This design comes from an exercise in tuning for small area, a short achievable clock period and few clock cycles per item on the open sky130 flow, not from production work. Function was checked by simulation only, so behaviour that the tests miss may differ from the original.

== before ==
## sorted_list_insert_remove
module sorted_list_insert_remove #(
   parameter int CAPACITY    = 32,
   parameter int VALUE_WIDTH = 32
) (
   input  wire                                clock,
   input  wire                                reset,
   input  wire                                req_valid,
   output logic                               req_ready,
   input  wire  [sli_pkg::FUNC_W-1:0]         req_func,
   input  wire  signed [sli_pkg::ITEM_W-1:0]  req_item_value,
   output logic                               rsp_valid,
   input  wire                                rsp_ready,
   output logic [sli_pkg::STATUS_W-1:0]       rsp_status,
   output logic [sli_pkg::POS_W-1:0]          rsp_position,
   output logic [sli_pkg::CNT_W-1:0]          rsp_comparisons,
   output logic [sli_pkg::CNT_W-1:0]          rsp_moves,
   output logic [sli_pkg::CNT_W-1:0]          rsp_entry_count,
   output logic                               rsp_is_empty,
   output logic                               rsp_is_full
);
Size: about 5100 cells after synthesis, about 1400 flip-flops, about 0.069 sq mm of cells after synthesis.
make LEC_CHECK=0 CAP_MARGIN=20 CORE_MARGIN=2 CORE_UTILIZATION=40 SETUP_SLACK_MARGIN=3.0 SLEW_MARGIN=20 finish   # period 5.5 ns
run.sh (not shown) runs the stock make flow with config.mk's settings and CLKGATE_MAP_FILE= SYNTH_SCRIPT=/design/flow/synth_recipe.tcl, a recipe that flattens the netlist after the stock synthesis.
before finished every stage and its layout cleared the timing, design-rule and antenna checks.
Testbench counts of before, summed over its fixed seeds: cycles 12,040, items 12,000.
[inputs] after vs before
--- a/flow/design.v
+++ b/flow/design.v
@@ -45,38 +45,35 @@
 module sli_cell #(
    parameter int VALUE_WIDTH = 32
 ) (
    input  wire                    clock,
    input  wire                    reset,
    input  wire  [VALUE_WIDTH-1:0] wr_item,    
    input  wire  [VALUE_WIDTH-1:0] nxt_item,   
-   input  wire  [1:0]             nxt_lt,     
-   input  wire  [1:0]             nxt_eq,     
+   input  wire                    nxt_lt,     
+   input  wire                    nxt_eq,     
    input  wire                    adv,        
    input  wire                    load,
    input  wire                    set,
    input  wire                    kill,
    output logic                   valid,
    output logic                   lt,
    output logic                   eq
 );
-   localparam int HW = VALUE_WIDTH / 2;
    logic [VALUE_WIDTH-1:0] value_ff;
    logic                   valid_ff;
-   logic [1:0]             lt_ff;
-   logic [1:0]             eq_ff;
-   logic [1:0]             c_lt;
-   logic [1:0]             c_eq;
+   logic                   lt_ff;
+   logic                   eq_ff;
+   logic                   c_lt;
+   logic                   c_eq;
    assign valid = valid_ff;
-   assign lt    = lt_ff[1] || (eq_ff[1] && lt_ff[0]);
-   assign eq    = eq_ff[1] && eq_ff[0];
-   assign c_lt[1] = valid_ff && ($signed(value_ff[VALUE_WIDTH-1:HW]) < $signed(nxt_item[VALUE_WIDTH-1:HW]));
-   assign c_eq[1] = valid_ff && (value_ff[VALUE_WIDTH-1:HW] == nxt_item[VALUE_WIDTH-1:HW]);
-   assign c_lt[0] = (value_ff[HW-1:0] < nxt_item[HW-1:0]);
-   assign c_eq[0] = (value_ff[HW-1:0] == nxt_item[HW-1:0]);
+   assign lt    = lt_ff;
+   assign eq    = eq_ff;
+   assign c_lt  = valid_ff && ($signed(value_ff) < $signed(nxt_item));
+   assign c_eq  = valid_ff && (value_ff == nxt_item);
    always_ff @(posedge clock) begin
       if (load) begin
          value_ff <= wr_item;
       end
    end
    always_ff @(posedge clock) begin
       if (reset || kill) begin
@@ -84,16 +81,16 @@
       end else if (set) begin
          valid_ff <= 1'b1;
       end
    end
    always_ff @(posedge clock) begin
       if (adv) begin
          if (kill) begin
-            lt_ff <= 2'b00;
-            eq_ff <= 2'b00;
+            lt_ff <= 1'b0;
+            eq_ff <= 1'b0;
          end else if (set) begin
             lt_ff <= nxt_lt;
             eq_ff <= nxt_eq;
          end else begin
             lt_ff <= c_lt;
             eq_ff <= c_eq;
          end
@@ -143,16 +140,16 @@
       end
       prefix_or = {p[CAPACITY-2:0], 1'b0};
    endfunction
    logic                        ready_ff;
    logic                        in_vld_ff;
    logic [sli_pkg::FUNC_W-1:0]  in_func_ff;
    logic [VALUE_WIDTH-1:0]      in_item_ff;
-   logic [1:0]                  nxt_lt;
-   logic [1:0]                  nxt_eq;
+   logic                        nxt_lt;
+   logic                        nxt_eq;
    logic                        ex_vld_ff;
    logic [sli_pkg::FUNC_W-1:0]  ex_func_ff;
    logic [VALUE_WIDTH-1:0]      ex_item_ff;
    logic                        adv;
    logic                        fire;
    logic                        full;
    logic                        f_ins;
@@ -224,18 +221,16 @@
          in_item_ff <= VALUE_WIDTH'(req_item_value);
       end
       if (adv) begin
          ex_func_ff <= in_func_ff;
          ex_item_ff <= in_item_ff;
       end
    end
-   assign nxt_lt[1] = $signed(ex_item_ff[VALUE_WIDTH-1:VALUE_WIDTH/2]) < $signed(in_item_ff[VALUE_WIDTH-1:VALUE_WIDTH/2]);
-   assign nxt_eq[1] = (ex_item_ff[VALUE_WIDTH-1:VALUE_WIDTH/2] == in_item_ff[VALUE_WIDTH-1:VALUE_WIDTH/2]);
-   assign nxt_lt[0] = (ex_item_ff[VALUE_WIDTH/2-1:0] < in_item_ff[VALUE_WIDTH/2-1:0]);
-   assign nxt_eq[0] = (ex_item_ff[VALUE_WIDTH/2-1:0] == in_item_ff[VALUE_WIDTH/2-1:0]);
+   assign nxt_lt   = $signed(ex_item_ff) < $signed(in_item_ff);
+   assign nxt_eq   = (ex_item_ff == in_item_ff);
    assign free_sel = ~slot_valid & ~prefix_or(~slot_valid);
    assign rem_sel  = slot_eq & ~prefix_or(slot_eq);
    assign found    = |slot_eq;
    for (genvar i = 0; i < CAPACITY; i++) begin : g_slot
       sli_cell #(
          .VALUE_WIDTH(VALUE_WIDTH)
       ) u_cell (
==> summary.txt <==
- Both conditions hold for after: the flow ran to the end and the final layout passed the timing, design-rule and antenna checks.
- Taking before as the reference, in after fmax moved up, hold slack saw an increase, layout overhead on the synthesized area went down.
- The cell area of after is lower than that of before.
- Side by side, slack of the critical path turned out higher in after than in before.
Testbench counts of after, summed over its fixed seeds: cycles 12,040, items 12,000.

==> re-timing with driven ports <==
The results above use ideal ports. As a check the final layouts listed here were re-extracted and re-timed, cells and wires unchanged. Step 1, drivers: a clkbuf_16 drives clock and a buf_2 each remaining input, both assumed. Step 2 moves the port delays by t, midway between the first and last clock arrival at a register: inputs arrive t later, outputs are due t later. That takes back most of the time a late clock gives input paths. Slacks: no drivers / after step 1 / after step 2; pairs: no drivers / after step 1.
| run | t (ns) | setup WS [ns] | latest minus earliest clock arrival (ns) | slew at the worst register clock pin (ns) | pins driven straight from the clock port |
|---|---|---|---|---|---|
| before | 0.871 | 2.285 / 2.285 / 2.252 | 0.033 / 0.033 | 0.07 / 0.07 | 1 |
| after | 0.856 | 2.309 / 2.309 / 2.309 | 0.026 / 0.026 | 0.06 / 0.06 | 1 |
After both steps every run listed still meets setup and hold. For before, which loses most, drivers alone change the setup slack by 0.000 ns; drivers and shift together by -0.033 ns.
